This design comes from an exercise in tuning for small area, a short achievable clock period and few clock cycles per item on the open sky130 flow, not from production work. Only simulation tests tie the RTL to the original design; equivalence was not proved. No activity file was given, so power comes from the tool's default toggle rates.

**flow/config.mk**
```make
export PLATFORM = sky130hd
export DESIGN_NAME = vt_lru_page_cache
export DESIGN_NICKNAME = vt_lru_page_cache
export VERILOG_FILES = /design/flow/design.v
export SDC_FILE = /design/flow/constraint.sdc
export NUM_CORES = 4
export LEC_CHECK = 0
export CAP_MARGIN = 20
export CORE_MARGIN = 2
export CORE_UTILIZATION = 40
export CTS_CLUSTER_DIAMETER = 100
export CTS_CLUSTER_SIZE = 20
export SETUP_SLACK_MARGIN = 5.0
export SLEW_MARGIN = 20
export TNS_END_PERCENT = 5
```
**flow/constraint.sdc**
```tcl
create_clock -name core_clock -period 8.0 [get_ports {aclk}]
set_input_delay 1.6000 -clock core_clock [delete_from_list [all_inputs] [get_ports {aclk}]]
set_output_delay 1.6000 -clock core_clock [all_outputs]
set_load 0.01 [all_outputs]
```
**flow/design.v**
```verilog
package vtlru_pkg;
    localparam int MAX_SLOTS_DEF  = 64;
    localparam int COORD_BITS_DEF = 8;
    localparam int MIP_W  = 4;
    localparam int SIDE_W = 4;
    localparam int SLOT_W = 3;
    localparam logic [SIDE_W-1:0] SIDE_RESET = 4'd8;
    localparam logic [SIDE_W-1:0] SIDE_MAX   = 4'd8;
    localparam logic OP_TOUCH   = 1'b0;
    localparam logic OP_REQUEST = 1'b1;
    typedef struct packed {
        logic load;          
        logic scan_step;     
        logic decide;        
        logic update_step;   
    } cmd_t;
    typedef struct packed {
        logic sweep_done;    
        logic need_update;   
    } status_t;
endpackage
module vt_lru_page_cache #(
    parameter int MAX_SLOTS  = vtlru_pkg::MAX_SLOTS_DEF,
    parameter int COORD_BITS = vtlru_pkg::COORD_BITS_DEF
) (
    input  logic                          aclk,
    input  logic                          aresetn,
    input  logic                          cfg_wr_en,
    input  logic [vtlru_pkg::SIDE_W-1:0]  cfg_wr_data,
    input  logic                          s_valid,
    output logic                          s_ready,
    input  logic                          s_operation,
    input  logic [COORD_BITS-1:0]         s_page_x,
    input  logic [COORD_BITS-1:0]         s_page_y,
    input  logic [vtlru_pkg::MIP_W-1:0]   s_page_mip,
    output logic                          m_valid,
    input  logic                          m_ready,
    output logic                          m_was_resident,
    output logic                          m_loaded,
    output logic [vtlru_pkg::SLOT_W-1:0]  m_slot_col,
    output logic [vtlru_pkg::SLOT_W-1:0]  m_slot_row,
    output logic                          m_evicted,
    output logic [COORD_BITS-1:0]         m_victim_x,
    output logic [COORD_BITS-1:0]         m_victim_y,
    output logic [vtlru_pkg::MIP_W-1:0]   m_victim_mip
);
    localparam int N     = 64;
    localparam int IW    = 6;
    localparam int TW    = 2 * COORD_BITS + vtlru_pkg::MIP_W;
    localparam int SW    = vtlru_pkg::SLOT_W;
    localparam int RW    = 3 + 2 * SW + TW;
    logic [TW-1:0] stk_tag [N];
    logic [IW-1:0] stk_idx [N];
    logic [6:0]    count_q;
    logic [6:0]    count1_q;   
    logic [N-1:0]  vld_q;      
    logic [2:0]    side1_q;    
    logic [6:0]    cap_q;      
    logic [5:0]    wait_q;
    logic          a_valid;
    logic          a_op;
    logic [TW-1:0] a_tag;
    logic          b_valid;
    logic          b_op;
    logic [TW-1:0] b_tag;
    logic [N-1:0]  b_ge;       
    logic          b_hit;      
    logic          b_mlru;     
    logic [IW-1:0] b_hit_idx;  
    logic          b_same;     
    logic [N-1:0]  en_q;
    logic          x_ins_q;    
    logic          x_ev_q;     
    logic          x_thit_q;   
    logic [IW-1:0] x_idx_q;    
    logic          hv, tv;
    logic [RW-1:0] hd, td;
    logic [3:0] wr_s;
    logic       full;
    logic       full_q;      
    logic       wdone_q;     
    logic [6:0] wr_cap;
    logic [15:0] wr_dec;
    logic       cnt64;
    logic [N-1:0] tail;
    always_comb begin
        if (cfg_wr_data == 4'd0)      wr_s = 4'd1;
        else if (cfg_wr_data > 4'd8)  wr_s = 4'd8;
        else                          wr_s = cfg_wr_data;
    end
    assign wr_dec = 16'd1 << cfg_wr_data;
    always_comb begin
        for (int b = 0; b < 7; b++) begin
            wr_cap[b] = 1'b0;
            for (int v = 0; v < 16; v++) begin
                if ((((v == 0) ? 1 : ((v > 8) ? 64 : v * v)) >> b) & 1) begin
                    wr_cap[b] = wr_cap[b] | wr_dec[v];
                end
            end
        end
    end
    assign cnt64 = count_q[6];
    assign full  = full_q;
    assign tail = ~vld_q;
    logic slow_wait;
    logic go;
    logic adv;
    assign slow_wait = b_op && full_q && !cnt64 && !wdone_q;
    assign go        = b_valid && !(hv && tv) && !slow_wait;
    assign adv       = !b_valid || go;
    logic       s_ready_q;
    logic       acc;
    logic       small_cap;
    logic       a_valid_d, b_valid_d, b_op_d, hv_d, tv_d;
    logic [5:0] wait_d;
    assign s_ready   = s_ready_q;
    assign acc       = s_valid && s_ready_q;
    assign small_cap = !cap_q[6];
    assign a_valid_d = acc || (a_valid && !adv);
    assign b_valid_d = adv ? a_valid : b_valid;
    assign b_op_d    = adv ? a_op : b_op;
    assign wait_d    = go ? 6'd0 : ((wait_q == 6'd63) ? wait_q : wait_q + 6'd1);
    logic [N-1:0]  a_m;
    logic [N-1:0]  a_ge;
    logic          a_mlru;
    logic [IW-1:0] a_hit_idx;
    always_comb begin
        for (int k = 0; k < N; k++) begin
            a_m[k] = (stk_tag[k] == a_tag) && vld_q[k];
        end
        for (int k = 0; k < N; k++) begin
            a_ge[k] = |(a_m >> k);
        end
        a_mlru = a_m[N-1];
        for (int k = 0; k < N - 1; k++) begin
            a_mlru = a_mlru | (a_m[k] && !vld_q[k+1]);
        end
        a_hit_idx = '0;
        for (int k = 0; k < N; k++) begin
            a_hit_idx = a_hit_idx | (a_m[k] ? stk_idx[k] : '0);
        end
    end
    logic [N-1:0]  ge;
    logic          hit;
    logic [IW-1:0] hit_idx;
    logic          gone;       
    logic          fresh;      
    assign fresh   = b_same && x_ins_q;
    assign gone    = (b_same && x_thit_q) || (b_mlru && x_ev_q);
    assign hit     = fresh || (b_hit && !(b_mlru && x_ev_q));
    assign hit_idx = fresh ? x_idx_q : b_hit_idx;
    always_comb begin
        ge[0] = hit;
        for (int k = 1; k < N; k++) begin
            ge[k] = en_q[k] ? (b_ge[k-1] && !gone) : b_ge[k];
        end
    end
    logic          ins;
    logic          evict;
    logic [IW-1:0] new_idx;
    logic [N-1:0]  en;
    assign ins     = b_op && !hit;
    assign evict   = ins && full;
    assign new_idx = b_op ? (full ? stk_idx[N-1] : count_q[IW-1:0]) : hit_idx;
    always_comb begin
        for (int k = 0; k < N; k++) begin
            en[k] = tail[k] || (go && (b_op ? !hit : ge[k]));
        end
    end
    always_ff @(posedge aclk) begin
        if (en[0]) begin
            stk_tag[0] <= b_tag;
            stk_idx[0] <= new_idx;
        end
        for (int k = 1; k < N; k++) begin
            if (en[k]) begin
                stk_tag[k] <= stk_tag[k-1];
                stk_idx[k] <= stk_idx[k-1];
            end
        end
    end
    function automatic logic [5:0] slot_of(input logic [5:0] i, input logic [2:0] s1);
        logic [63:0] d;
        logic [5:0]  t3, t5, t6, t7;
        d = 64'd1 << i;
        t3[0] = |(d & 64'h8e38e38e38e38e38);
        t3[1] = |(d & 64'h0fc0fc0fc0fc0fc0);
        t3[2] = |(d & 64'hf000fff000fff000);
        t3[3] = |(d & 64'h2492492492492492);
        t3[4] = |(d & 64'h4924924924924924);
        t3[5] = |(d & 64'h0000000000000000);
        t5[0] = |(d & 64'h0f83e0f83e0f83e0);
        t5[1] = |(d & 64'h0ffc00ffc00ffc00);
        t5[2] = |(d & 64'hf00000fffff00000);
        t5[3] = |(d & 64'ha5294a5294a5294a);
        t5[4] = |(d & 64'hc6318c6318c6318c);
        t5[5] = |(d & 64'h0842108421084210);
        t6[0] = |(d & 64'h0fc0fc0fc0fc0fc0);
        t6[1] = |(d & 64'hf000fff000fff000);
        t6[2] = |(d & 64'h0000ffffff000000);
        t6[3] = |(d & 64'haaaaaaaaaaaaaaaa);
        t6[4] = |(d & 64'hc30c30c30c30c30c);
        t6[5] = |(d & 64'h0c30c30c30c30c30);
        t7[0] = |(d & 64'h80fe03f80fe03f80);
        t7[1] = |(d & 64'h00fffc000fffc000);
        t7[2] = |(d & 64'h00fffffff0000000);
        t7[3] = |(d & 64'h2a54a952a54a952a);
        t7[4] = |(d & 64'h4c993264c993264c);
        t7[5] = |(d & 64'h70e1c3870e1c3870);
        case (s1)
            3'd0: slot_of = {3'd0, i[2:0]};
            3'd1: slot_of = {2'd0, i[0], i[3:1]};
            3'd2: slot_of = t3;
            3'd3: slot_of = {1'b0, i[1:0], i[4:2]};
            3'd4: slot_of = t5;
            3'd5: slot_of = t6;
            3'd6: slot_of = t7;
            default: slot_of = {i[2:0], i[5:3]};
        endcase
    endfunction
    logic [2*SW-1:0] slot;
    logic [2*SW-1:0] slot_ev;
    logic [2*SW-1:0] slot_fill;
    assign slot_ev   = slot_of(stk_idx[N-1], side1_q);
    assign slot_fill = slot_of(count_q[IW-1:0], side1_q);
    assign slot      = full ? slot_ev : slot_fill;
    logic [RW-1:0] res;
    assign res = {hit, ins, ins ? slot : {2*SW{1'b0}}, evict,
                  evict ? stk_tag[N-1] : {TW{1'b0}}};
    logic pop;
    assign pop  = hv && m_ready;
    assign hv_d = (!hv || pop) ? (tv || go) : hv;
    assign tv_d = (!hv || pop) ? (tv && go) : (tv || go);
    always_ff @(posedge aclk) begin
        if (!aresetn) begin
            count_q <= '0;
            count1_q <= 7'd1;
            vld_q   <= '0;
            side1_q <= 3'(vtlru_pkg::SIDE_RESET - 4'd1);
            cap_q   <= 7'(vtlru_pkg::SIDE_RESET) * 7'(vtlru_pkg::SIDE_RESET);
            wait_q  <= '0;
            wdone_q <= 1'b0;
            full_q  <= 1'b0;
            a_valid <= 1'b0;
            b_valid <= 1'b0;
            hv      <= 1'b0;
            tv      <= 1'b0;
            s_ready_q <= 1'b1;
        end else begin
            if (cfg_wr_en) begin
                side1_q <= 3'(wr_s - 4'd1);
                cap_q   <= wr_cap;
            end
            if (go && ins && !full) begin
                count_q  <= count1_q;
                count1_q <= count1_q + 7'd1;
                vld_q    <= {vld_q[N-2:0], 1'b1};
            end
            wait_q    <= wait_d;
            wdone_q   <= (wait_d == 6'd63);
            full_q    <= (go && ins && !full_q) ? (count1_q >= cap_q) : (count_q >= cap_q);
            a_valid   <= a_valid_d;
            b_valid   <= b_valid_d;
            hv        <= hv_d;
            tv        <= tv_d;
            s_ready_q <= !a_valid_d || !b_valid_d ||
                         (!(hv_d && tv_d) &&
                          !(b_op_d && small_cap && (count1_q >= cap_q) && (wait_d != 6'd63)));
        end
    end
    always_ff @(posedge aclk) begin
        if (acc) begin
            a_op  <= s_operation;
            a_tag <= {s_page_mip, s_page_y, s_page_x};
        end
        en_q     <= en;
        x_ins_q  <= go && ins;
        x_ev_q   <= go && evict;
        x_thit_q <= go && !b_op && hit;
        x_idx_q  <= new_idx;
        if (adv) begin
            b_op      <= a_op;
            b_tag     <= a_tag;
            b_ge      <= a_ge;
            b_hit     <= a_ge[0];
            b_mlru    <= a_mlru;
            b_hit_idx <= a_hit_idx;
            b_same    <= (a_tag == b_tag);
        end else begin
            b_ge      <= ge;
            b_hit     <= hit;
            b_hit_idx <= hit_idx;
            b_same    <= 1'b0;
        end
        if (!hv || pop) begin
            if (tv) begin
                hd <= td;
            end else if (go) begin
                hd <= res;
            end
            if (tv && go) begin
                td <= res;
            end
        end else if (go) begin
            td <= res;
        end
    end
    assign m_valid        = hv;
    assign m_was_resident = hd[RW-1];
    assign m_loaded       = hd[RW-2];
    assign m_slot_col     = hd[RW-3 -: SW];
    assign m_slot_row     = hd[RW-3-SW -: SW];
    assign m_evicted      = hd[TW];
    assign m_victim_x     = hd[COORD_BITS-1:0];
    assign m_victim_y     = hd[2*COORD_BITS-1:COORD_BITS];
    assign m_victim_mip   = hd[TW-1:2*COORD_BITS];
endmodule
```
**flow/run.sh**
```bash
#!/bin/bash
# synth_recipe.tcl (not shown) runs the flow's synth.tcl, then flattens the netlist and writes it again
# the make line also repeats each setting of config.mk as NAME=value (left out here)
make -C /OpenROAD-flow-scripts/flow DESIGN_CONFIG=/design/flow/config.mk WORK_HOME=/design/flow/orfs CLKGATE_MAP_FILE= SYNTH_SCRIPT=/design/flow/synth_recipe.tcl finish
```
==> results of run 1 <==
## layout by cell type, fill, tap and decap left out, drive strengths merged, types with 60 or more instances in the layout
cell type / n
nand4: 323
o21ai: 165
xor2: 449
clkbuf: 203
nor4: 128
nand3: 244
a22o: 70
nor2: 234
nor3: 69
dfxtp: 244
a21oi: 148
edfxtp: 1764
clkdlybuf4s50: 60
and2: 69
inv: 112
xnor2: 932
nand2: 342
or4: 83
buf: 379
## sequential cells by signal, summed over array words and instances (netlist names), 3 cells and up
register   flops
x_idx_q        6
b_ge          64
stk_idx      384
side1_q        3
stk_tag     1280
cap_q          6
count_q        7
a_tag         20
wait_q         6
hd            29
b_tag         20
vld_q         64
td            29
b_hit_idx      6
count1_q       7
en_q          63
## logic make-up (layout without fill, tap and decap cells)
| group | count (synthesis) | count (layout) | share of synthesized area [%] |
|---|---|---|---|
| adder cells (fa/ha/maj) | 18 | 18 | 0.249 |
| flip-flops | 2008 | 2008 | 65.4 |
| other | 0 | 4 | 0 |
| XOR/XNOR | 1381 | 1381 | 13.7 |
| AND/OR/NAND/NOR | 1756 | 1759 | 11.0 |
| buffers and inverters | 452 | 776 | 3.26 |
| AO/OA/AOI/OAI | 742 | 742 | 5.72 |
| multiplexers | 57 | 57 | 0.682 |
## cells in the mapped netlist, types with 21 or more instances
cell	n
dfxtp_1	244
and2_1	57
o211ai_1	21
xnor2_1	931
nand3_1	244
and3_1	52
mux2_2	26
a22oi_1	48
or4_1	83
nor3_1	66
xor2_1	449
a31oi_1	37
buf_1	27
nor4bb_1	35
nor2_1	230
o21ai_0	164
buf_8	33
edfxtp_1	1764
mux2i_1	31
nor4_1	123
o22ai_1	36
buf_6	67
a21oi_1	146
nand2b_1	35
a22o_1	70
a221oi_1	51
nand2_1	342
clkbuf_1	146
nand4_1	323
buf_4	44
or3_1	35
inv_1	110
nor2b_1	30
## where the power goes
part | total [mW] | leakage [nW] | switching [mW] | internal [mW]
Combinational | 2.77 | 11.7 | 1.61 | 1.15
Clock | 6.26 | 1.58 | 3.51 | 2.75
Sequential | 14.0 | 20.8 | 1.19 | 12.8
## layout make-up
| type | count | area [µm²] |
|---|---|---|
| antenna | 4 | 10.0 |
| tap | 2958 | 3700 |
| clock buffer | 201 | 3190 |
| multi-input combinational | 3957 | 29800 |
| timing repair buffer | 451 | 5450 |
| clock inverter | 10 | 121 |
| sequential | 2008 | 57900 |
| fill | 19300 | 119000 |
| inverter | 114 | 458 |
## critical path, cell delays in order (launching register included)
cell	delay [ns]
edfxtp_1	0.43
buf_12	0.19
buf_16	0.17
buf_12	0.17
xnor2_2	0.17
nand4_1	0.17
nor4_4	0.10
and2_4	0.20
a222oi_1	0.79
nand4_1	0.16
or4bb_1	0.52
o31a_1	0.25
## worst paths after layout
path	startpoint	end	slack (ns)	cells past startpoint
max	a_tag[7]	b_hit_idx[2]	4.51	11
min	stk_idx[41][1]	stk_idx[42][1]	0.45	0
max reg2reg	a_tag[7]	b_hit_idx[2]	4.51	11
min reg2reg	stk_idx[41][1]	stk_idx[42][1]	0.45	0
## layer usage
| metal | global-route usage (%) | vias up | part of all wire [%] | wire (µm) |
|---|---|---|---|---|
| met5 | 0 | - | 0.031 | 105 |
| met4 | 11.8 | 14 | 4.8 | 15900 |
| met3 | 4.49 | 585 | 9.2 | 30800 |
| met2 | 45.1 | 3322 | 45 | 150000 |
| met1 | 40.3 | 30600 | 41 | 137000 |
| li1 | - | 24400 | - | - |
## per-stage QoR
step / hold WS, ns / area (µm²) / util (%) / power (mW)
detailed placement: 0.434 / 92100 / 41.9 / 16.4
global placement: 0.424 / 92100 / 41.9 / 16.4
finish: 0.451 / 101000 / 45.8 / 23.0
CTS: 0.436 / 99500 / 45.3 / 22.9
global route: 0.454 / 101000 / 45.8 / 23.7
floorplan: 0.417 / 88400 / - / 15.3
## what timing repair did
action	CTS	global route
pin swaps	46	34
gates resized for setup	408	120
cloned	36	4
endpoints found under the setup margin	1037	1407
buffers inserted	121	55
endpoints found under the hold margin	0	0
==> summary.md, run 1 <==
| Metric | Value |
|---|---|
| Initial antenna violation count | 24 |
| Slew Limit Headroom | between 20% and 30% |
| Layout cell share with drive strength beyond 1 | 13.8% |
| CTS max path bufs | 3 |
| Final min period | around 3.5 ns |
| Number of global-route vias before repair | between 50k and 60k |
| Initial Utilization | about 40% |
| Number of synthesized register bits | 2,008 |
| Vias per cell | 6.08 |
| Die height | ~470 µm |
| Mapped cell area | 88,400 µm² |
| Crit path arrival time | about 4.2 ns |
| Final non-filler cell total | ~9.7k |
| Post-synthesis async set-or-reset flop share | 0% |
| Crit path max fanout | 7 |
| FMAX | roughly 0.29 GHz |
| Worst Setup Path Type | reg -> reg |
| Top cells by area, synth | edfxtp_1, xnor2_1, dfxtp_1 |
| Lkg Pwr | between 30 and 40 nW |
| Total grt overflow | 0 |
| P&R area growth vs syn | 13.8% |
| Fin. Hold Viols | 0 |
| H-tree lvl count | 3 |
| Post-route worst setup slack | 4.51 ns |
| Drt wl/cell | 34.4 µm |
| Final Skew | about 0.046 ns |
| Rows | 172 |
| Global-route wire length before repair | about 460,000 µm |
| Distinct cells, synth | 94 |
| Slew at the pin closest to its max-slew limit | around 1.1 ns |
| Detailed router's first-iteration violation count | 8,324 |
| Status | finished clean |
| Max Cap Viol | 0 |
| GR Util All Layers | between 20 and 30% |
| Power per cell area | about 230 nW/µm² |
| CTS tree | built |
| Tcrit/Tclk final | a little over two fifths |
| Post-synthesis instance total | approximately 6.4k |
| DRT Wirelength | 334,000 µm |
| Pre-CTS setup slack | about 3.5 ns |
| CTS clk-pin slew, worst paths | 0.09 ns |
| Ys flop type | edfxtp_1 |
| First-pass iteration count of the detailed router | 8 |
| I/O Buffers | 60 |
| ANT nets after route | 0 |
| Yosys top cell by area | edfxtp_1 |
| Max Slew Vio Count | 0 |
| Post-CTS Hold Fix Bufs | 0 |
| EDFF count, synth | about 1.8k |
| Peak supply drop | ~0.17 mV |
| Share of the synthesized area in the top cell type | about three fifths |
| Unrepaired setup endpoints after global routing | true |
| DRC viols | 0 |
| Post-synthesis sequential area ratio | between 60% and 70% |
| Num CTS Buffers | 112 |
| Worst Path Required | ~8.7 ns |
| Syn avg cell area | between 10 and 15 µm² |
| Placed cells | 9,272 |
| Critical path launch point type | flip-flop |
| Dpl hpwl | approximately 210,000 µm |
| I/O pin cnt | between 60 and 70 |
| GPL Wtd Cong | about 1.1 |
| Core area | about 220,000 µm² |
| Setup TNS | 0 ns |
| CP endpoint kind | flip-flop |
| Syn. warnings | 3 |
| DIE WIDTH | about 470 µm |
| Largest net degree at the start of global routing | just over 70 |
| Clock root buffer | clkbuf_16 |
| Die area | approximately 220,000 µm² |
| Clock latency at the later pin of the worst-skew pair | just over 0.8 ns |
| Syn nets | ~6.5k |
| Min-Delay Path Class | reg -> reg |
| Total clock sinks | around 2.0k |
| # nets final | 6,690 |
| DR vias | between 50k and 60k |
| # setup viols final | 0 |
Testbench counts, summed over its fixed seeds: cycles 12,018, requests 12,000.
==> inputs of run 2 (changes only) <==
--- a/flow/config.mk
+++ b/flow/config.mk
@@ -10,4 +10,2 @@
 export CORE_UTILIZATION = 40
-export CTS_CLUSTER_DIAMETER = 100
-export CTS_CLUSTER_SIZE = 20
 export SETUP_SLACK_MARGIN = 5.0
==> run 2 against run 1 <==
Compared with the run above:
- synthesized cell count unchanged
- sequential power barely moved
- core utilization grew 1.9 points
- via count up 2.0%
- setup slack got worse by 0.041 ns
- critical path depth fell by 1
- critical path type unchanged
- critical endpoint unchanged
- largest cell class unchanged
==> summary.md, run 2 <==
| Metric | Value |
|---|---|
| Status | finished clean |
| Distinct cells, synth | 94 |
| Core area | between 200,000 and 250,000 µm² |
| Yosys top cell by area | edfxtp_1 |
| Number of flip-flops in the largest register | between 1k and 1.5k |
| Peak supply drop | 0.192 mV |
| Count leader, synth | edfxtp_1 |
| Lkg Pwr | between 30 and 40 nW |
| Dpl hpwl | between 200,000 and 250,000 µm |
| Most Frequent Cell on Critical Path | nand4_1 |
| Layout cell share with drive strength beyond 1 | between 10% and 20% |
| I/O Buffers | 60 |
| Post-synthesis sequential area ratio | 65.4% |
| Placed cell area | ~92,000 µm² |
| Mux cell area share after synthesis | 0.682% |
| GR Util All Layers | 29.7% |
| ANT nets after route | 0 |
| H-tree lvl count | 4 |
| I/O pin cnt | 61 |
| Crit path arrival time | between 4 and 5 ns |
| Critical path launch point type | flip-flop |
| Num CTS Buffers | ~210 |
| WHS | ~0.44 ns |
| Worst Setup Path Type | reg -> reg |
| Initial Utilization | between 40 and 50% |
| Vias per cell | around 6.1 |
| Xor/xnor share of the synthesized area | between 10 and 15% |
| Post-synthesis adder-cell area fraction | less than 1% |
| Cell area after layout | 105,000 µm² |
| Leading cell type in the layout, fill and taps excluded | edfxtp_1 |
| # setup viols final | 0 |
| Buf/Inv on CP | 2 |
| Unrepaired setup endpoints after global routing | true |
| Die height | between 400 and 500 µm |
| Clock root buffer | clkbuf_16 |
| Number of synthesized register bits | between 2k and 2.5k |
| Max Cap Viol | 0 |
| CP endpoint kind | flip-flop |
| Ys flop type | edfxtp_1 |
| Detailed router's first-iteration violation count | around 8.7k |
| Simple-gate area share of the yosys netlist | 11.0% |
| Number of global-route vias before repair | 57.0k |
| Final min period | between 3 and 4 ns |
| Post-synthesis instance total | roughly 6.4k |
| Largest family of logic cells by synthesized area | XOR/XNOR gates |
| FMAX | between 0.2 and 0.3 GHz |
| Clock latency at the later pin of the worst-skew pair | 0.90 ns |
| Fin. Hold Viols | 0 |
| Power per cell area | 256 nW/µm² |
| Mapped cell area | 88,400 µm² |
| Compound-Gate Fraction of Synth Area | approximately 5.7% |
| DRC viols | 0 |
| Worst path slowest cell | a222oi_1 |
| CTS tree | built |
| Syn avg cell area | approximately 14 µm² |
| Total clock sinks | between 2k and 2.5k |
| Global-route wire length before repair | ~470,000 µm |
| Share of the synthesized area in the top cell type | around three fifths |
| Critical Path, Cell by Cell | buf_12, buf_16, xnor2_4, nand4_1, nor4_1, and4_4, a222oi_1, nand4_1, or4bb_1, o31a_1 |
| EDFF count, synth | approximately 1.8k |
| Min-Delay Path Class | reg -> reg |
| Crit path max-delay family | compound AO/OA/AOI/OAI gates |
| Top cells by area, synth | edfxtp_1, xnor2_1, dfxtp_1 |
| Post-synthesis async set-or-reset flop share | 0% |
| DR vias | between 60k and 70k |
| Rows | roughly 170 |
| Die area | roughly 220,000 µm² |
| Top reg by flops | stk_tag |
| CTS clk-pin slew, worst paths | approximately 0.060 ns |
| Final Skew | 0.0711 ns |
| Crit path max fanout | 10 |
| Most frequent cells in the layout | edfxtp_1, xnor2_1, xor2_1 |
| Top cells by count, synth | edfxtp_1, xnor2_1, xor2_1, nand2_1, nand4_1 |
| Syn. warnings | 3 |
| Max Slew Vio Count | 0 |
| Post-CTS Hold Fix Bufs | 0 |
| CTS max path bufs | 3 |
| Tcrit/Tclk final | about 44% |
| First-pass iteration count of the detailed router | 6 |
| Pre-CTS setup slack | around 3.5 ns |
| Worst Path Required | just under 9 ns |
| Total grt overflow | 0 |
| Slew at the pin closest to its max-slew limit | between 1 and 1.5 ns |
| Drt wl/cell | roughly 35 µm |
| Syn nets | roughly 6.5k |
| DIE WIDTH | 474 µm |
| DRT Wirelength | between 300,000 and 400,000 µm |
| Initial antenna violation count | 28 |
| Regs by FF count | stk_tag: 1280 flops, stk_idx: 384 flops |
| Setup TNS | 0 ns |
| P&R area growth vs syn | 18.6% |
| GPL Wtd Cong | ~1.1 |
| Worst path max stage delay | 0.88 ns |
| Post-route worst setup slack | around 4.5 ns |
| Largest net degree at the start of global routing | roughly 70 |
| # nets final | 6,791 |
| Slew Limit Headroom | 26.9% |
## run 2: cell count changes in the layout (fill, tap and decap cells not counted), sizes merged, moves of 5 or more
cell,delta
buf,-5
bufbuf,+10
bufinv,+11
clkbuf,+100
clkdlybuf4s50,-23
clkinv,+67
clkinvlp,+9
dlygate4sd2,+23
## run 2: path summary, 6_finish.rpt
| path | from | depth (start not counted) | slack, ns | endpoint |
|---|---|---|---|---|
| max reg2reg | a_tag[6] | 10 | 4.47 | b_hit_idx[2] |
| max | a_tag[6] | 10 | 4.47 | b_hit_idx[2] |
| min reg2reg | stk_tag[15][12] | 0 | 0.44 | stk_tag[16][12] |
| min | stk_tag[15][12] | 0 | 0.44 | stk_tag[16][12] |
## run 2: what timing repair did
action	4_1_cts	5_1_grt
cloned	47	4
endpoints found under the hold margin	0	0
buffers inserted	120	50
resized for setup	420	146
setup endpoints to repair	962	1137
pin swaps	56	48
## run 2: kinds of logic after synthesis
| kind of cell | count (synthesis) |
|---|---|
| flip-flops | 2008 |
| AND/OR/NAND/NOR | 1756 |
| XOR/XNOR | 1381 |
| AO/OA/AOI/OAI | 742 |
| buffers and inverters | 452 |
| multiplexers | 57 |
| adder cells (fa/ha/maj) | 18 |
## run 2: cell type report
class	count	area (µm²)
Antenna cell	5	12.5
Clock inverter	96	1040
Fill cell	18900	115000
Tap cell	2958	3700
Inverter	114	454
Multi-Input combinational cell	3957	30000
Sequential cell	2008	57900
Clock buffer	301	6030
Timing Repair Buffer	456	5820
## run 2: power by group
group / leakage [nW] / switching [mW] / total, mW / internal (mW)
logic: 12.0 / 1.64 / 2.83 / 1.19
registers: 20.8 / 1.20 / 14.0 / 12.8
clock network: 3.44 / 4.34 / 10.0 / 5.67
total: 36.3 / 7.18 / 26.9 / 19.7
## run 2: through the flow
step	power, mW	std cells	util, %
5_1_grt	27.5	9892	47.7
6_report	26.9	9895	47.7
4_1_cts	26.7	9836	47.2
2_1_floorplan	15.3	6414	-
3_3_place_gp	16.4	9270	41.9
3_5_place_dp	16.4	9272	41.9
## run 2: worst reg2reg max path, cell delays in order, from the launching register on
cell      delay (ns)
edfxtp_1        0.46
buf_12          0.20
buf_16          0.18
xnor2_4         0.24
nand4_1         0.11
nor4_1          0.06
and4_4          0.24
a222oi_1        0.89
nand4_1         0.17
or4bb_1         0.54
o31a_1          0.25
## run 2: metal layers
layer	vias up	global-route usage, %	wire length (µm)
met2	3593	45.4	152000
met5	-	0	89
li1	24700	-	-
met4	10	12.5	15900
met3	673	5.90	34200
met1	31200	41.1	139000
==> inputs of run 3 (changes only) <==
--- a/flow/design.v
+++ b/flow/design.v
@@ -68,3 +68,2 @@
     logic          b_mlru;     
-    logic [IW-1:0] b_hit_idx;  
     logic          b_same;     
@@ -74,3 +73,2 @@
     logic          x_thit_q;   
-    logic [IW-1:0] x_idx_q;    
     logic          hv, tv;
@@ -125,3 +123,2 @@
     logic          a_mlru;
-    logic [IW-1:0] a_hit_idx;
     always_comb begin
@@ -137,6 +134,2 @@
         end
-        a_hit_idx = '0;
-        for (int k = 0; k < N; k++) begin
-            a_hit_idx = a_hit_idx | (a_m[k] ? stk_idx[k] : '0);
-        end
     end
@@ -150,3 +143,2 @@
     assign hit     = fresh || (b_hit && !(b_mlru && x_ev_q));
-    assign hit_idx = fresh ? x_idx_q : b_hit_idx;
     always_comb begin
@@ -156,2 +148,8 @@
         end
+        hit_idx = '0;
+        for (int k = 0; k < N; k++) begin
+            if (ge[k] && ((k == N - 1) || !ge[(k + 1) % N])) begin
+                hit_idx = hit_idx | stk_idx[k];
+            end
+        end
     end
@@ -279,3 +277,2 @@
         x_thit_q <= go && !b_op && hit;
-        x_idx_q  <= new_idx;
         if (adv) begin
@@ -286,3 +283,2 @@
             b_mlru    <= a_mlru;
-            b_hit_idx <= a_hit_idx;
             b_same    <= (a_tag == b_tag);
@@ -291,3 +287,2 @@
             b_hit     <= hit;
-            b_hit_idx <= hit_idx;
             b_same    <= 1'b0;
--- a/flow/config.mk
+++ b/flow/config.mk
@@ -10,2 +10,4 @@
 export CORE_UTILIZATION = 40
+export CTS_CLUSTER_DIAMETER = 100
+export CTS_CLUSTER_SIZE = 20
 export SETUP_SLACK_MARGIN = 5.0
==> run 3 against run 2 <==
Compared with the run above:
- non-clock buffer count down 33
- first-iteration DRC count down 2.3%
- synthesized area down 1.7%
- highest routed layer unchanged
- clock power down 38%
- combinational power up 4%
- final cell count down 5.2%
- wire length down 4.4%
- setup slack better by 0.086 ns
==> summary.md, run 3 <==
| Metric | Value |
|---|---|
| I/O pin cnt | between 60 and 70 |
| Power Total | roughly 23 mW |
| Number of global-route vias before repair | between 50k and 60k |
| Slew at the pin closest to its max-slew limit | ~1.2 ns |
| ANT nets after route | 0 |
| R2R Path End | stk_idx[0][1] |
| Regs by FF count | stk_tag: 1280 flops, stk_idx: 384 flops |
| Crit path max fanout | 30 |
| Fin. Hold Viols | 0 |
| Layout cell share with drive strength beyond 1 | around an eighth |
| Met2 routed WL | between 100,000 and 150,000 µm |
| Dpl hpwl | 206,000 µm |
| Post-synthesis instance total | a little over 6k |
| Leading cell type in the layout, fill and taps excluded | edfxtp_1 |
| Mapped cell area | ~87,000 µm² |
| # setup viols final | 0 |
| Logic pwr share | around 13% |
| Die area | 221,000 µm² |
| DR vias | 57.8k |
| Unrepaired setup endpoints after global routing | true |
| Total grt overflow | 0 |
| GPL Wtd Cong | ~1.1 |
| Total clock sinks | between 1.5k and 2k |
| Most frequent cells in the layout | edfxtp_1, xnor2_1, nand4_1 |
| CTS tree | built |
| Final Skew | ~0.034 ns |
| Global-route wire length before repair | roughly 450,000 µm |
| Slew Limit Headroom | ~15% |
| Power per cell area | approximately 230 nW/µm² |
| Worst hold stages | 0 |
| R2R cell count | 10 |
| Vias per cell | approximately 6.2 |
| Crit path arrival time | slightly above 4 ns |
| CTS max path bufs | 3 |
| Largest net degree at the start of global routing | 72 |
| GR Util All Layers | around 29% |
| Max Cap Viol | 0 |
| CP endpoint kind | flip-flop |
| Worst Path Required | 8.64 ns |
| Initial Utilization | between 40% and 50% |
| Final min period | around 3.4 ns |
| Detailed router's first-iteration violation count | 8,537 |
| Crit path max-delay family | simple AND/OR/NAND/NOR gates |
| Power share of the sequential group | between 60% and 70% |
| Min-Delay Path Class | reg -> reg |
| Drt wl/cell | approximately 35 µm |
| DIE WIDTH | between 400 and 500 µm |
| Distinct cells, synth | 98 |
| WL met1 | 128,000 µm |
| Top reg by flops | stk_tag |
| Syn avg cell area | ~14 µm² |
| Tcrit/Tclk final | 43.0% |
| Worst Setup Path Type | reg -> reg |
| Worst path slowest cell | nor2_1 |
| Post-synthesis sequential area ratio | between 60% and 70% |
| Placed cell area | 90,700 µm² |
| Ys flop type | edfxtp_1 |
| EDFF count, synth | 1,764 |
| Critical Path, Cell by Cell | a22oi_2, buf_6, buf_8, a31oi_1, nor2_1, a22oi_1, nand2_1, nor4_1, and4_1, a32oi_1 |
| Number of flip-flops in the largest register | around 1.3k |
| Clk pwr share | a little over a quarter |
| Net Sw Power | approximately 6.4 mW |
| Rows | approximately 170 |
| Num CTS Buffers | approximately 110 |
| Share of the synthesized area in the top cell type | between 60% and 70% |
| Endpoint, Worst Hold | stk_idx[51][2] |
| Top cells by area, synth | edfxtp_1, xnor2_1, dfxtp_1 |
| Clock root buffer | clkbuf_16 |
| H-tree lvl count | 3 |
| Setup TNS | 0 ns |
| Internal power | about 17 mW |
| P&R area growth vs syn | 13.3% |
| Peak supply drop | 0.192 mV |
| Placed cells | 8,968 |
| DRT Wirelength | about 330,000 µm |
| Cell area after layout | 98,500 µm² |
| Filler Cell Count | approximately 19k |
| Post-route worst setup slack | 4.56 ns |
| Yosys top cell by area | edfxtp_1 |
| First-pass iteration count of the detailed router | 8 |
| Post-synthesis async set-or-reset flop share | 0% |
| Post-layout util | about 45% |
| WL met3 | roughly 35,000 µm |
| Critical path launch point type | flip-flop |
| Lkg Pwr | between 30 and 40 nW |
| Max Slew Vio Count | 0 |
| DRC viols | 0 |
| Top cells by count, synth | edfxtp_1, xnor2_1, nand4_1, xor2_1, nand2_1 |
| Count leader, synth | edfxtp_1 |
| Die height | approximately 470 µm |
| Pre-CTS setup slack | ~3.4 ns |
| Clock latency at the later pin of the worst-skew pair | approximately 0.81 ns |
| Buf/Inv on CP | 2 |
| Hold path startpoint | stk_idx[50][2] |
| Flop-to-flop setup slack | about 4.6 ns |
| FMAX | 0.291 GHz |
| WHS | between 0.4 and 0.5 ns |
| CTS clk-pin slew, worst paths | roughly 0.10 ns |
| Initial antenna violation count | 16 |
| Critical path depth in cells | 10 |
| # nets final | approximately 6.5k |
| Status | finished clean |
| R2r startpoint | b_mlru |
| Sw frac | 27.7% |
| I/O Buffers | 60 |
| Syn. warnings | 3 |
| Core area | 217,000 µm² |
| Final non-filler cell total | 9,383 |
| Worst path max stage delay | around 0.9 ns |
| Max Used Layer | met5 |
| Syn nets | ~6.2k |
| Number of synthesized register bits | roughly 2.0k |
run 3: cell count changes in the layout (fill, tap and decap cells not counted), moves of 47 or more:
cell,delta
xor2_1,-68
a22oi_1,+127
a22o_1,-48
nor4_1,+72
nand3_1,-84
nor2b_1,+61
clkbuf_16,-100
xnor2_1,+47
nand4_1,+51
nor2_1,-52
run 3: how the worst max path moves through the flow:
stage                     end       from
2_1_floorplan  stk_idx[40][0]     b_mlru
3_3_place_gp         b_ge[10]  a_tag[18]
3_5_place_dp         b_ge[19]  a_tag[18]
4_1_cts         stk_idx[0][5]     b_same
5_1_grt         stk_idx[0][0]     b_same
6_report        stk_idx[0][1]     b_mlru
run 3: final cells by class:
type | count | area (µm²) | area share [%]
antenna | 5 | 12.5 | 0.0127
clock buffer | 204 | 3250 | 3.30
clock inverter | 6 | 68.8 | 0.0699
inverter | 64 | 253 | 0.257
multi-input combinational | 3831 | 28400 | 28.9
sequential | 1996 | 57600 | 58.5
tap | 2854 | 3570 | 3.63
timing repair buffer | 423 | 5260 | 5.34
run 3: cell families (layout without fill, tap and decap cells):
logic type / count (synthesis) / in the layout / share of synthesized area (%)
flip-flops: 1996 / 1996 / 66.3
AO/OA/AOI/OAI: 809 / 809 / 6.31
other: 0 / 5 / 0
multiplexers: 43 / 43 / 0.534
AND/OR/NAND/NOR: 1630 / 1630 / 10.5
adder cells (fa/ha/maj): 19 / 19 / 0.265
XOR/XNOR: 1330 / 1330 / 13.4
buffers and inverters: 362 / 697 / 2.73
run 3: worst register-to-register path, cell delays in order, from the launching register on:
cell	delay [ns]
edfxtp_1	0.45
a22oi_2	0.20
buf_6	0.24
buf_8	0.29
a31oi_1	0.20
nor2_1	0.88
a22oi_1	0.43
nand2_1	0.15
nor4_1	0.06
and4_1	0.19
a32oi_1	0.19
run 3: repair_timing:
item | in CTS | in global routing
gates cloned | 46 | 1
gates resized for setup | 375 | 43
hold buffers | 0 | 0
setup buffers | 141 | 11
setup endpoints to repair | 1651 | 1435
pin swaps | 63 | 16
run 3: routing by layer:
| layer | vias to the layer above | track usage, % |
|---|---|---|
| met4 | 12 | 13.9 |
| met5 | - | 0 |
| met3 | 749 | 6.99 |
| met1 | 29500 | 38.0 |
| met2 | 3669 | 44.1 |
| li1 | 23900 | - |
run 3: power by group through the flow:
stage	logic (mW)	clock network [mW]	registers [mW]
5_1_grt	3.09	6.62	13.9
3_5_place_dp	2.49	0	14.0
4_1_cts	2.86	6.28	13.8
6_report	2.95	6.24	13.9
2_1_floorplan	1.82	0	13.4
3_3_place_gp	2.47	0	14.0
Testbench counts of run 3, summed over its fixed seeds: cycles 12,018, requests 12,000.
==> inputs of run 4 (changes only) <==
--- a/flow/config.mk
+++ b/flow/config.mk
@@ -14,2 +14,2 @@
 export SLEW_MARGIN = 20
-export TNS_END_PERCENT = 5
+export TNS_END_PERCENT = 30
==> run 4 against run 3 <==
Compared with the run above:
- synthesized area unchanged
- setup slack improved by 0.18 ns
- final cell count increased by 1.9%
- register-to-register slack improved by 0.18 ns
- sequential power about the same
- sequential share of layout area decreased by 1.9 points
- die area unchanged
- clock skew increased by 0.018 ns
- total power increased by 1.4%
- fmax increased by 5.6%
- first-iteration DRC count decreased by 4.9%
- cell area increased by 3.4%
- critical endpoint is now b_ge[2]
- largest power group unchanged
==> summary.md, run 4 <==
| Metric | Value |
|---|---|
| Mapped cell area | between 80,000 and 90,000 µm² |
| Xor/xnor share of the synthesized area | 13.4% |
| Yosys top cell by area | edfxtp_1 |
| Final non-filler cell total | around 9.6k |
| Post-synthesis sequential area ratio | roughly 66% |
| Buf/Inv on CP | 3 |
| Sw frac | between 20% and 30% |
| Setup TNS | 0 ns |
| Crit path max fanout | 13 |
| Worst path max stage delay | roughly 0.68 ns |
| Drt wl/cell | 36.4 µm |
| Worst Path Required | 8.69 ns |
| Post-route worst setup slack | about 4.7 ns |
| Lkg Pwr | between 30 and 40 nW |
| Vias per cell | just over 6 |
| DRC viols | 0 |
| Crit path max-delay family | simple AND/OR/NAND/NOR gates |
| Distinct cells, synth | approximately 100 |
| Status | finished clean |
| Number of global-route vias before repair | around 55k |
| Die height | around 470 µm |
| CP startpoint | a_tag[0] |
| Regs by FF count | stk_tag: 1280 flops, stk_idx: 384 flops |
| I/O Buffers | 60 |
| Largest net degree at the start of global routing | 72 |
| Syn avg cell area | about 14 µm² |
| WHS | approximately 0.45 ns |
| Share of the synthesized area in the top cell type | between 60% and 70% |
| Pre-CTS setup slack | between 3 and 4 ns |
| Die area | ~220,000 µm² |
| Peak supply drop | around 0.17 mV |
| Logic pwr share | between 10 and 15% |
| Initial Utilization | roughly two fifths |
| Critical path launch point type | flip-flop |
| Final Skew | 0.0522 ns |
| Syn nets | 6,235 |
| Top cells by area, synth | edfxtp_1, xnor2_1, dfxtp_1 |
| Count leader, synth | edfxtp_1 |
| Top reg by flops | stk_tag |
| Slew at the pin closest to its max-slew limit | about 1.2 ns |
| Placed cells | 8,958 |
| CTS tree | built |
| Max Slew Vio Count | 0 |
| Simple-gate area share of the yosys netlist | 10.5% |
| Final min period | 3.26 ns |
| DIE WIDTH | around 470 µm |
| Compound-Gate Fraction of Synth Area | under 10% |
| GR Util All Layers | roughly 30% |
| CTS max path bufs | 3 |
| Post-synthesis adder-cell area fraction | 0.265% |
| Rows | roughly 170 |
| Unrepaired setup endpoints after global routing | true |
| Leading cell type in the layout, fill and taps excluded | edfxtp_1 |
| Ys flop type | edfxtp_1 |
| Layout cell share with drive strength beyond 1 | approximately 18% |
| # nets final | ~6.6k |
| Clk pwr share | a little over a quarter |
| Tcrit/Tclk final | around two fifths |
| Power per cell area | 230 nW/µm² |
| Fin. Hold Viols | 0 |
| Min-Delay Path Class | reg -> reg |
| Total clock sinks | roughly 2k |
| Max Cap Viol | 0 |
| Dpl hpwl | ~210,000 µm |
| Crit path arrival time | 3.95 ns |
| CTS clk-pin slew, worst paths | approximately 0.09 ns |
| Most frequent cells in the layout | edfxtp_1, xnor2_1, nand4_1 |
| R2r startpoint | a_tag[0] |
| Critical Path, Cell by Cell | clkbuf_16, xor2_2, or4_1, nor3b_2, a22oi_2, nand3_4, or4_4, nor4_4, buf_6, clkbuf_16, a32oi_2 |
| Slew Limit Headroom | approximately 17% |
| Num CTS Buffers | between 100 and 150 |
| H-tree lvl count | 3 |
| Hold path startpoint | stk_idx[49][0] |
| Post-synthesis async set-or-reset flop share | 0% |
| DRT Wirelength | approximately 350,000 µm |
| Global-route wire length before repair | 454,000 µm |
| Clock latency at the later pin of the worst-skew pair | ~0.82 ns |
| Clock root buffer | clkbuf_16 |
| Initial antenna violation count | 16 |
| Syn. warnings | 3 |
| DR vias | approximately 59k |
| Top cells by count, synth | edfxtp_1, xnor2_1, nand4_1, xor2_1, nand2_1 |
| Worst Setup Path Type | reg -> reg |
| CP endpoint kind | flip-flop |
| Internal power | approximately 17 mW |
| GPL Wtd Cong | ~1.1 |
| FMAX | between 0.3 and 0.4 GHz |
| Detailed router's first-iteration violation count | a little over 8k |
| Most Frequent Cell on Critical Path | clkbuf_16 |
| Mux cell area share after synthesis | less than 1% |
| Worst path slowest cell | or4_4 |
| Number of flip-flops in the largest register | roughly 1.3k |
| # setup viols final | 0 |
| Core area | about 220,000 µm² |
| Net Sw Power | about 6.6 mW |
| I/O pin cnt | between 60 and 70 |
| ANT nets after route | 0 |
| Post-synthesis instance total | 6,189 |
| EDFF count, synth | approximately 1.8k |
| Power share of the sequential group | roughly three fifths |
| P&R area growth vs syn | 17.1% |
| Post-layout util | between 40 and 50% |
| Number of synthesized register bits | ~2k |
| Total grt overflow | 0 |
| First-pass iteration count of the detailed router | 8 |
| Largest family of logic cells by synthesized area | XOR/XNOR gates |
==> run 4: cell families after synthesis <==
kind of cell / count (synthesis)
muxes: 43
DFF: 1996
adders and majority gates: 19
xor gates and xnor gates: 1330
AOI/OAI and AO/OA: 809
buffers and inverters: 362
and+or+nand+nor: 1630
==> run 4: worst register-to-register path: cells and delay by family, from the launching register on <==
| kind | cells | cell delay [ns] |
|---|---|---|
| flops | 1 | 0.44 |
| simple gates | 5 | 1.28 |
| compound gates | 2 | 0.46 |
| buf+inv | 3 | 0.61 |
| xor+xnor | 1 | 0.37 |
==> run 4: per-layer routing <==
| layer | GRT usage [%] | up-vias | part of all wire, % |
|---|---|---|---|
| met4 | 14.4 | 14 | 6.5 |
| met1 | 38.1 | 30300 | 38 |
| li1 | - | 24200 | - |
| met5 | 0 | - | 0.062 |
| met3 | 6.63 | 832 | 10 |
| met2 | 46.5 | 3599 | 45 |
==> run 4: area by class of cell <==
class	instances	area [µm²]
multi-input cells	3833	29900
inverters	64	251
clock inverters	9	130
diodes	5	12.5
flip-flops and latches	1996	57600
clock buffers	203	3180
well taps	2854	3570
repair buffers	597	7170
fillers	18700	115000
==> run 4: metrics by stage <==
stage / cell area [µm²] / total power [mW]
floorplan: 87000 / 15.2
global placement: 90600 / 16.6
detailed placement: 90600 / 16.6
CTS: 98400 / 23.0
global route: 102000 / 24.0
finish: 102000 / 23.4
==> run 4: timing repair <==
action	4_1_cts	5_1_grt
endpoints found under the setup margin	1905	1268
resized for setup	416	334
hold endpoints to repair	0	0
buffers inserted	146	180
gates cloned	42	18
pin swaps	66	122
hold buffers	0	0
==> run 4: worst paths after layout <==
check / end / slack [ns] / depth (start not counted)
max reg2reg: b_ge[2] / 4.74 / 11
min: stk_idx[50][0] / 0.45 / 0
max: b_ge[2] / 4.74 / 11
min reg2reg: stk_idx[50][0] / 0.45 / 0
==> run 4: power groups by stage <==
stage                     Clock [mW]  Combinational [mW]  Sequential [mW]
after floorplan                    0                1.82             13.4
after global placement             0                2.53             14.1
after detailed placement           0                2.53             14.1
after CTS                       6.26                2.92             13.9
after global routing            6.61                3.37             14.0
final                           6.20                3.23             13.9
==> inputs of run 5 (changes only) <==
--- a/flow/config.mk
+++ b/flow/config.mk
@@ -9,3 +9,3 @@
 export CORE_MARGIN = 2
-export CORE_UTILIZATION = 40
+export CORE_UTILIZATION = 60
 export CTS_CLUSTER_DIAMETER = 100
==> run 5 against run 4 <==
Compared with the run above:
- non-clock buffer count fell by 39
- hold slack improved by 0.0043 ns
- wire length fell by 6.1%
- clock power fell by 2%
- critical path depth rose by 2
- via count rose by 1.3%
- critical path type unchanged
- core utilization rose by 23 points
- sequential power barely moved
- setup slack got worse by 0.099 ns
==> summary.md, run 5 <==
| Metric | Value |
|---|---|
| Top cells by area, synth | edfxtp_1, xnor2_1, dfxtp_1 |
| Critical path depth in cells | 13 |
| Critical Path, Cell by Cell | buf_4, buf_4, buf_16, xor2_1, nor3b_1, nand4b_1, and3_4, nand3_4, nor4_4, buf_6, buf_6, buf_16, a32oi_1 |
| CP endpoint kind | flip-flop |
| Ys flop type | edfxtp_1 |
| Post-layout util | 69.5% |
| Drt wl/cell | approximately 38 µm |
| Dpl hpwl | ~210,000 µm |
| Post-synthesis adder-cell area fraction | less than 1% |
| Top reg by flops | stk_tag |
| Unrepaired setup endpoints after global routing | true |
| H-tree lvl count | 3 |
| P&R area growth vs syn | 14.9% |
| WHS | about 0.45 ns |
| Syn nets | about 6.2k |
| Final min period | about 3.4 ns |
| Post-synthesis async set-or-reset flop share | 0% |
| WL met1 | about 120,000 µm |
| Max Used Layer | met5 |
| Slew Limit Headroom | 27.0% |
| Slew at the pin closest to its max-slew limit | roughly 1.1 ns |
| I/O pin cnt | slightly above 60 |
| ANT nets after route | 0 |
| Syn. warnings | 3 |
| Initial Utilization | between 60 and 70% |
| DIE WIDTH | ~380 µm |
| CTS clk-pin slew, worst paths | around 0.10 ns |
| Worst path slowest cell | nor4_4 |
| Number of global-route vias before repair | around 55k |
| Yosys top cell by area | edfxtp_1 |
| Total grt overflow | 0 |
| Compound-Gate Fraction of Synth Area | around 6.3% |
| Crit path max fanout | 17 |
| Critical path launch point type | flip-flop |
| Vias per cell | roughly 7 |
| Total clock sinks | ~2k |
| DR vias | ~60k |
| Crit path arrival time | 4.01 ns |
| WL met3 | between 40,000 and 50,000 µm |
| Final Skew | about 0.05 ns |
| # nets final | roughly 6.6k |
| Layout cell share with drive strength beyond 1 | between 10% and 20% |
| Die height | slightly below 400 µm |
| Largest net degree at the start of global routing | 79 |
| Leading cell type in the layout, fill and taps excluded | edfxtp_1 |
| Buf/Inv on CP | 6 |
| Post-synthesis instance total | 6,189 |
| First-pass iteration count of the detailed router | 26 |
| Simple-gate area share of the yosys netlist | about a tenth |
| Top cells by count, synth | edfxtp_1, xnor2_1, nand4_1, xor2_1, nand2_1 |
| Rows | roughly 140 |
| Filler Cell Count | about 9.6k |
| Placed cell area | roughly 90,000 µm² |
| Post-CTS Hold Fix Bufs | 0 |
| Crit path max-delay family | buffers and inverters |
| Area occupied by multi-input gates | just under 30,000 µm² |
| Peak supply drop | 0.239 mV |
| Global-route wire length before repair | 434,000 µm |
| Worst hold stages | 0 |
| GPL Wtd Cong | 1.08 |
| R2R cell count | 13 |
| Most frequent cells in the layout | edfxtp_1, xnor2_1, nand4_1 |
| Detailed router's first-iteration violation count | around 9.5k |
| Worst path max stage delay | approximately 0.4 ns |
| Regs by FF count | stk_tag: 1280 flops, stk_idx: 384 flops |
| Number of synthesized register bits | 1,996 |
| Worst Setup Path Type | reg -> reg |
| Mapped cell area | between 80,000 and 90,000 µm² |
| Max Cap Viol | 0 |
| Clock latency at the later pin of the worst-skew pair | around 0.79 ns |
| Mux cell area share after synthesis | 0.534% |
| Initial antenna violation count | 22 |
| Register area | between 50,000 and 60,000 µm² |
| I/O Buffers | 60 |
| # setup viols final | 0 |
| Setup TNS | 0 ns |
| CTS max path bufs | 3 |
| Clock root buffer | clkbuf_16 |
| Status | finished clean |
| DRT Wirelength | approximately 330,000 µm |
| Largest family of logic cells by synthesized area | XOR/XNOR gates |
| Num CTS Buffers | 110 |
| Lkg Pwr | approximately 34 nW |
| Fin. Hold Viols | 0 |
| Syn avg cell area | approximately 14 µm² |
| Cell area after layout | between 90,000 and 100,000 µm² |
| FMAX | around 0.30 GHz |
| EDFF count, synth | ~1.8k |
| CTS tree | built |
| Min-Delay Path Class | reg -> reg |
| Core area | roughly 140,000 µm² |
| Die area | 148,000 µm² |
| GR Util All Layers | ~43% |
| Post-synthesis sequential area ratio | around two thirds |
| Number of flip-flops in the largest register | about 1.3k |
| Met2 routed WL | 141,000 µm |
| Xor/xnor share of the synthesized area | 13.4% |
| Distinct cells, synth | between 90 and 100 |
| Worst Path Required | between 8 and 9 ns |
| Share of the synthesized area in the top cell type | 60.9% |
| Power per cell area | approximately 230 nW/µm² |
| Tcrit/Tclk final | 42.0% |
| DRC viols | 0 |
| Max Slew Vio Count | 0 |
| Count leader, synth | edfxtp_1 |
[run 5: cell counts after synthesis]
No cell type changed its count.
[run 5: cell families after synthesis]
logic type                 Yosys count
xor gates and xnor gates          1330
DFF                               1996
adders and majority gates           19
buffers and inverters              362
and+or+nand+nor                   1630
AOI/OAI and AO/OA                  809
muxes                               43
[run 5: metal layers]
| layer | up-vias | track usage, % |
|---|---|---|
| met2 | 4634 | 63.8 |
| met4 | 22 | 26.5 |
| met5 | - | 0 |
| met3 | 1053 | 12.3 |
| li1 | 24200 | - |
| met1 | 29900 | 55.0 |
[run 5: layout make-up]
type / count / area share (%)
clock inverters: 9 / 0.119
multi-input cells: 3832 / 29.6
flip-flops and latches: 1996 / 57.7
repair buffers: 558 / 6.76
repair inverters: 1 / 0.0113
well taps: 1903 / 2.38
inverters: 64 / 0.272
clock buffers: 200 / 3.09
diodes: 7 / 0.0175
[run 5: metrics by stage]
step	cells	power, mW	worst slack (ns)
2_1_floorplan	6189	15.2	4.34
3_3_place_gp	8018	16.5	3.28
3_5_place_dp	8020	16.5	3.24
4_1_cts	8416	22.7	4.69
5_1_grt	8566	23.6	4.64
6_report	8570	23.1	4.64
[run 5: what timing repair did]
item | CTS | global route
resized for setup | 352 | 335
setup buffers | 150 | 133
cloned | 37 | 14
hold endpoints to repair | 0 | 0
endpoints found under the setup margin | 1880 | 778
pin swaps | 69 | 92
[run 5: final timing paths]
kind | start | end | slack (ns)
setup / recovery | a_tag[9] | b_ge[21] | 4.64
hold / removal | stk_idx[36][1] | stk_idx[37][1] | 0.45
setup reg to reg | a_tag[9] | b_ge[21] | 4.64
hold reg to reg | stk_idx[36][1] | stk_idx[37][1] | 0.45
[run 5: where the power goes]
part / switching [mW] / leakage, nW / internal [mW]
Sequential: 1.22 / 20.5 / 12.7
Combinational: 1.86 / 12.3 / 1.29
Clock: 3.42 / 1.52 / 2.64
Total: 6.49 / 34.3 / 16.6
==> inputs of run 6 (changes only) <==
--- a/flow/config.mk
+++ b/flow/config.mk
@@ -9,7 +9,7 @@
 export CORE_MARGIN = 2
-export CORE_UTILIZATION = 60
-export CTS_CLUSTER_DIAMETER = 100
-export CTS_CLUSTER_SIZE = 20
+export CORE_UTILIZATION = 40
+export CTS_CLUSTER_DIAMETER = 120
+export CTS_CLUSTER_SIZE = 24
 export SETUP_SLACK_MARGIN = 5.0
 export SLEW_MARGIN = 20
-export TNS_END_PERCENT = 30
+export TNS_END_PERCENT = 20
==> run 6 against run 5 <==
Compared with the run above:
- still clean on timing, DRC and antenna
- synthesized cell count did not move
- clock skew is 0.019 ns lower
- via count shrank 3.5%
- cell area down 0.13%
- first-iteration DRC count down 21%
- wire length up 0.33%
- setup slack gained 0.052 ns
- clock-buffer cell count down 33
- core utilization fell by 23 points
- sequential cell count is the same
- combinational power fell by 3%
- die area grew 49%
- critical endpoint is now b_ge[10]
- largest power group unchanged
==> summary.md, run 6 <==
| Metric | Value |
|---|---|
| Syn nets | between 6k and 7k |
| Die area | around 220,000 µm² |
| Top cells by count, synth | edfxtp_1, xnor2_1, nand4_1, xor2_1, nand2_1 |
| Peak supply drop | around 0.18 mV |
| Count leader, synth | edfxtp_1 |
| CTS max path bufs | 3 |
| Top cells by area, synth | edfxtp_1, xnor2_1, dfxtp_1 |
| # setup viols final | 0 |
| Syn. warnings | 3 |
| # nets final | approximately 6.5k |
| Clock latency at the later pin of the worst-skew pair | 0.80 ns |
| Mapped cell area | 86,900 µm² |
| Die height | 470 µm |
| WHS | between 0.4 and 0.5 ns |
| Layout cell share with drive strength beyond 1 | ~15% |
| H-tree lvl count | 3 |
| Worst path slowest cell | edfxtp_1 |
| CP endpoint kind | flip-flop |
| Dpl hpwl | 212,000 µm |
| Regs by FF count | stk_tag: 1280 flops, stk_idx: 384 flops |
| Distinct cells, synth | 98 |
| Max Cap Viol | 0 |
| Core area | 217,000 µm² |
| Ys flop type | edfxtp_1 |
| Number of synthesized register bits | 1,996 |
| Initial antenna violation count | 6 |
| CTS clk-pin slew, worst paths | 0.09 ns |
| DRC viols | 0 |
| Worst Path Required | 8.70 ns |
| Status | finished clean |
| Post-synthesis sequential area ratio | 66.3% |
| P&R area growth vs syn | 14.7% |
| Yosys top cell by area | edfxtp_1 |
| GR Util All Layers | approximately 29% |
| I/O Buffers | 60 |
| Post-CTS Hold Fix Bufs | 0 |
| Max Slew Vio Count | 0 |
| Crit path arrival time | 4.01 ns |
| Vias per cell | between 6 and 7 |
| Slew at the pin closest to its max-slew limit | around 1.2 ns |
| DRT Wirelength | approximately 330,000 µm |
| Most Frequent Cell on Critical Path | buf_12 |
| Min-Delay Path Class | reg -> reg |
| Crit path max fanout | 6 |
| Rows | 171 |
| Fin. Hold Viols | 0 |
| Syn avg cell area | approximately 14 µm² |
| Global-route wire length before repair | ~440,000 µm |
| Setup TNS | 0 ns |
| ANT nets after route | 0 |
| Total grt overflow | 0 |
| CTS tree | built |
| DIE WIDTH | ~470 µm |
| Number of global-route vias before repair | approximately 55k |
| Post-synthesis async set-or-reset flop share | 0% |
| Number of flip-flops in the largest register | roughly 1.3k |
| Lkg Pwr | about 33 nW |
| Post-synthesis instance total | 6,189 |
| Clock root buffer | clkbuf_16 |
| GPL Wtd Cong | 1.05 |
| First-pass iteration count of the detailed router | 9 |
| DR vias | about 58k |
| Total clock sinks | 1,996 |
| Unrepaired setup endpoints after global routing | true |
| Critical Path, Cell by Cell | buf_4, buf_12, buf_16, buf_12, buf_12, xnor2_1, nand4_1, nor4_1, nand4_1, and4_2, nand4_1, nor4_4, buf_12, buf_12, a32oi_1 |
| Drt wl/cell | about 35 µm |
| Detailed router's first-iteration violation count | 7,437 |
| Worst Setup Path Type | reg -> reg |
| Top reg by flops | stk_tag |
| Worst path max stage delay | about 0.42 ns |
| Initial Utilization | between 40% and 50% |
| Leading cell type in the layout, fill and taps excluded | edfxtp_1 |
| Final Skew | roughly 0.032 ns |
| Share of the synthesized area in the top cell type | roughly three fifths |
| Power per cell area | about 230 nW/µm² |
| Largest net degree at the start of global routing | 72 |
| Most frequent cells in the layout | edfxtp_1, xnor2_1, nand4_1 |
| Critical path launch point type | flip-flop |
| FMAX | slightly above 0.3 GHz |
| Num CTS Buffers | 94 |
| EDFF count, synth | ~1.8k |
| Tcrit/Tclk final | 41.3% |
| Slew Limit Headroom | about a fifth |
| I/O pin cnt | 61 |
| Final min period | about 3.3 ns |
## run 6: worst max-delay path: cells and delay by family, from the launching register on
| kind | cells | cell delay, ns |
|---|---|---|
| AOI/OAI and AO/OA | 1 | 0.18 |
| DFF | 1 | 0.42 |
| xor gates and xnor gates | 1 | 0.14 |
| buffers and inverters | 7 | 1.04 |
| and+or+nand+nor | 6 | 1.42 |
## run 6: through the flow
step                power (mW)  area, µm²  utilization, %  worst slack [ns]  instances
detailed placement        16.6      90600            41.9              3.28       8964
CTS                       22.4      97500            45.0              4.75       9317
floorplan                 15.2      87000               -              4.34       6189
finish                    22.7      99700            46.1              4.69       9396
global placement          16.6      90600            41.9              3.29       8964
global route              23.3      99700            46.1              4.63       9394
## run 6: what timing repair did
action                     in CTS  in global routing
buffers inserted              142                 71
gates cloned                   39                  6
pin swaps                      63                 96
setup endpoints to repair    1874                960
resized for setup             366                287
## run 6: layout make-up
type / count / area [µm²]
multi-input cells: 3834 / 29500
repair buffers: 474 / 5990
flip-flops and latches: 1996 / 57600
fillers: 19000 / 117000
clock buffers: 167 / 2650
well taps: 2854 / 3570
inverters: 64 / 269
clock inverters: 5 / 93.8
diodes: 2 / 5.00
## run 6: kinds of logic after synthesis
| group | count (synthesis) | share of synthesized area, % |
|---|---|---|
| and+or+nand+nor | 1630 | 10.5 |
| adders and majority gates | 19 | 0.265 |
| xor gates and xnor gates | 1330 | 13.4 |
| buffers and inverters | 362 | 2.73 |
| DFF | 1996 | 66.3 |
| AOI/OAI and AO/OA | 809 | 6.31 |
| muxes | 43 | 0.534 |
## run 6: metal layers
layer	part of all wire (%)	track usage (%)
met4	5.4	12.6
met3	9.6	5.81
met1	40	38.0
met5	0.0040	0
met2	45	45.1
## run 6: final timing paths
check / slack [ns] / cells after the start / start / to
setup / recovery: 4.69 / 15 / a_tag[19] / b_ge[10]
hold / removal: 0.46 / 0 / stk_idx[10][0] / stk_idx[11][0]
setup reg to reg: 4.69 / 15 / a_tag[19] / b_ge[10]
hold reg to reg: 0.46 / 0 / stk_idx[10][0] / stk_idx[11][0]
## run 6: report_power, final
part	switching (mW)	total [mW]	internal (mW)
combinational	1.80	3.07	1.27
clock	3.37	5.68	2.31
sequential	1.22	13.9	12.7
total	6.38	22.7	16.3
==> inputs of run 7 (changes only) <==
--- a/flow/config.mk
+++ b/flow/config.mk
@@ -9,5 +9,5 @@
 export CORE_MARGIN = 2
-export CORE_UTILIZATION = 40
-export CTS_CLUSTER_DIAMETER = 120
-export CTS_CLUSTER_SIZE = 24
+export CORE_UTILIZATION = 50
+export CTS_CLUSTER_DIAMETER = 110
+export CTS_CLUSTER_SIZE = 22
 export SETUP_SLACK_MARGIN = 5.0
==> run 7 against run 6 <==
Compared with the run above:
- final cell count is 5.0% lower
- sequential power hardly changed
- clock power is 4.8% higher
- cell area is 0.13% higher
- critical path type unchanged
- synthesized area stayed put
- clock skew is 0.016 ns higher
==> summary.md, run 7 <==
| Metric | Value |
|---|---|
| First-pass iteration count of the detailed router | 6 |
| Power Total | about 23 mW |
| Power share of the sequential group | 60.5% |
| Clk pwr share | between 20% and 30% |
| Setup TNS | 0 ns |
| Max Used Layer | met5 |
| Peak supply drop | 0.188 mV |
| I/O pin cnt | 61 |
| Global-route wire length before repair | ~460,000 µm |
| Mapped cell area | 86,900 µm² |
| Total clock sinks | roughly 2k |
| WL met1 | 133,000 µm |
| Syn nets | 6,235 |
| Initial Utilization | approximately 50% |
| Register area | ~58,000 µm² |
| Die height | around 420 µm |
| Top cells by area, synth | edfxtp_1, xnor2_1, dfxtp_1 |
| Area occupied by multi-input gates | just under 30,000 µm² |
| # nets final | between 6k and 7k |
| Filler Cell Count | 13.7k |
| Tcrit/Tclk final | about 41% |
| Ys flop type | edfxtp_1 |
| Clock latency at the later pin of the worst-skew pair | 0.81 ns |
| P&R area growth vs syn | 14.9% |
| CTS clk-pin slew, worst paths | around 0.10 ns |
| Placed cells | approximately 8.4k |
| DRT Wirelength | between 300,000 and 400,000 µm |
| FMAX | 0.302 GHz |
| Count leader, synth | edfxtp_1 |
| Sw frac | 28.3% |
| Total grt overflow | 0 |
| Worst Path Required | 8.66 ns |
| DIE WIDTH | approximately 420 µm |
| Net Sw Power | approximately 6.5 mW |
| Worst Setup Path Type | reg -> reg |
| Worst path max stage delay | 0.63 ns |
| Buf/Inv on CP | 5 |
| Top cells by count, synth | edfxtp_1, xnor2_1, nand4_1, xor2_1, nand2_1 |
| Post-synthesis sequential area ratio | between 60% and 70% |
| Status | finished clean |
| Slew Limit Headroom | 13.9% |
| Crit path max-delay family | simple AND/OR/NAND/NOR gates |
| Lkg Pwr | ~34 nW |
| Top reg by flops | stk_tag |
| Layout cell share with drive strength beyond 1 | 15.2% |
| WHS | about 0.46 ns |
| CTS max path bufs | 3 |
| Met2 routed WL | 151,000 µm |
| Leading cell type in the layout, fill and taps excluded | edfxtp_1 |
| EDFF count, synth | ~1.8k |
| Dpl hpwl | roughly 210,000 µm |
| Distinct cells, synth | 98 |
| Clock root buffer | clkbuf_16 |
| Unrepaired setup endpoints after global routing | true |
| Final Skew | between 0.04 and 0.05 ns |
| Max Cap Viol | 0 |
| Syn. warnings | 3 |
| Initial antenna violation count | 20 |
| Worst path slowest cell | or4_4 |
| Logic pwr share | a little over an eighth |
| Power per cell area | about 230 nW/µm² |
| Die area | between 150,000 and 200,000 µm² |
| Slew at the pin closest to its max-slew limit | between 1 and 1.5 ns |
| Number of flip-flops in the largest register | around 1.3k |
| Internal power | ~16 mW |
| Largest net degree at the start of global routing | 72 |
| Most frequent cells in the layout | edfxtp_1, xnor2_1, nand4_1 |
| WL met3 | roughly 37,000 µm |
| Post-CTS Hold Fix Bufs | 0 |
| Num CTS Buffers | 101 |
| Number of global-route vias before repair | between 50k and 60k |
| Share of the synthesized area in the top cell type | between 60% and 70% |
| GPL Wtd Cong | between 1 and 1.5 |
| Post-synthesis instance total | 6,189 |
| I/O Buffers | 60 |
| Core area | 173,000 µm² |
| Vias per cell | ~6.6 |
| Crit path max fanout | 17 |
| Drt wl/cell | 38.4 µm |
| ANT nets after route | 0 |
| Syn avg cell area | 14.0 µm² |
| Final min period | roughly 3.3 ns |
| Post-synthesis async set-or-reset flop share | 0% |
| Fin. Hold Viols | 0 |
| Crit path arrival time | approximately 4.0 ns |
| Regs by FF count | stk_tag: 1280 flops, stk_idx: 384 flops |
| GR Util All Layers | 37.4% |
| DR vias | slightly below 60k |
| Min-Delay Path Class | reg -> reg |
| DRC viols | 0 |
| Most Frequent Cell on Critical Path | buf_12 |
| Post-layout util | approximately 58% |
| Number of synthesized register bits | around 2.0k |
| Final non-filler cell total | 8,930 |
| CTS tree | built |
| Critical path launch point type | flip-flop |
| Max Slew Vio Count | 0 |
| CP endpoint kind | flip-flop |
| Rows | roughly 150 |
| Critical Path, Cell by Cell | buf_4, buf_12, buf_16, xnor2_1, nand4_1, nor4_1, nand4b_1, o2111ai_4, or4_4, nor4_4, buf_6, buf_12, a32oi_1 |
| # setup viols final | 0 |
| H-tree lvl count | 3 |
| Yosys top cell by area | edfxtp_1 |
| Detailed router's first-iteration violation count | 8,269 |
## run 7: cell families (layout without fill, tap and decap cells)
| family | after synthesis | after routing | synth area share [%] |
|---|---|---|---|
| multiplexers | 43 | 43 | 0.534 |
| buffers and inverters | 362 | 770 | 2.73 |
| AO/OA/AOI/OAI | 809 | 809 | 6.31 |
| adder cells (fa/ha/maj) | 19 | 19 | 0.265 |
| flip-flops | 1996 | 1996 | 66.3 |
| other | 0 | 7 | 0 |
| XOR/XNOR | 1330 | 1330 | 13.4 |
| AND/OR/NAND/NOR | 1630 | 1631 | 10.5 |
## run 7: area by class of cell
class / instances / area share [%]
flip-flops and latches: 1996 / 57.7
multi-input cells: 3832 / 29.5
repair buffers: 515 / 6.55
clock buffers: 186 / 2.96
well taps: 2325 / 2.91
inverters: 64 / 0.271
clock inverters: 4 / 0.0727
diodes: 7 / 0.0175
repair inverters: 1 / 0.00877
## run 7: routing by layer
| metal | track usage (%) | vias to the layer above |
|---|---|---|
| met2 | 56.3 | 3638 |
| met5 | 0 | - |
| li1 | - | 24000 |
| met3 | 9.34 | 808 |
| met4 | 20.5 | 12 |
| met1 | 49.7 | 30200 |
## run 7: metrics by stage
step,setup slack [ns],cell area [µm²]
after global placement,3.42,90100
after global routing,4.70,99900
after CTS,4.72,97900
final,4.69,99900
after detailed placement,3.34,90100
after floorplan,4.34,87000
## run 7: final timing paths
| check | slack, ns | startpoint | cells past startpoint | to |
|---|---|---|---|---|
| worst max register to register | 4.69 | a_tag[18] | 13 | b_ge[10] |
| worst min register to register | 0.46 | stk_idx[29][2] | 0 | stk_idx[30][2] |
| worst max-delay path | 4.69 | a_tag[18] | 13 | b_ge[10] |
| worst min-delay path | 0.46 | stk_idx[29][2] | 0 | stk_idx[30][2] |
## run 7: power by group through the flow
stage,Clock [mW],Sequential [mW],Combinational (mW)
floorplan,0,13.4,1.82
global placement,0,14.1,2.49
detailed placement,0,14.1,2.50
CTS,5.99,13.8,2.93
global route,6.34,14.0,3.27
finish,5.95,13.9,3.13
## run 7: timing repair
action | in CTS | in global routing
resized for setup | 409 | 212
endpoints found under the setup margin | 1831 | 1233
setup buffers | 156 | 76
pin swaps | 103 | 67
cloned | 45 | 11

Setup slack of run 7, layout unchanged: 4.686 ns with ideal ports, 4.686 ns with driving cells assumed (clock clkbuf_16, inputs buf_2), 4.273 ns with port delays also shifted by the 0.877 ns mid clock arrival.
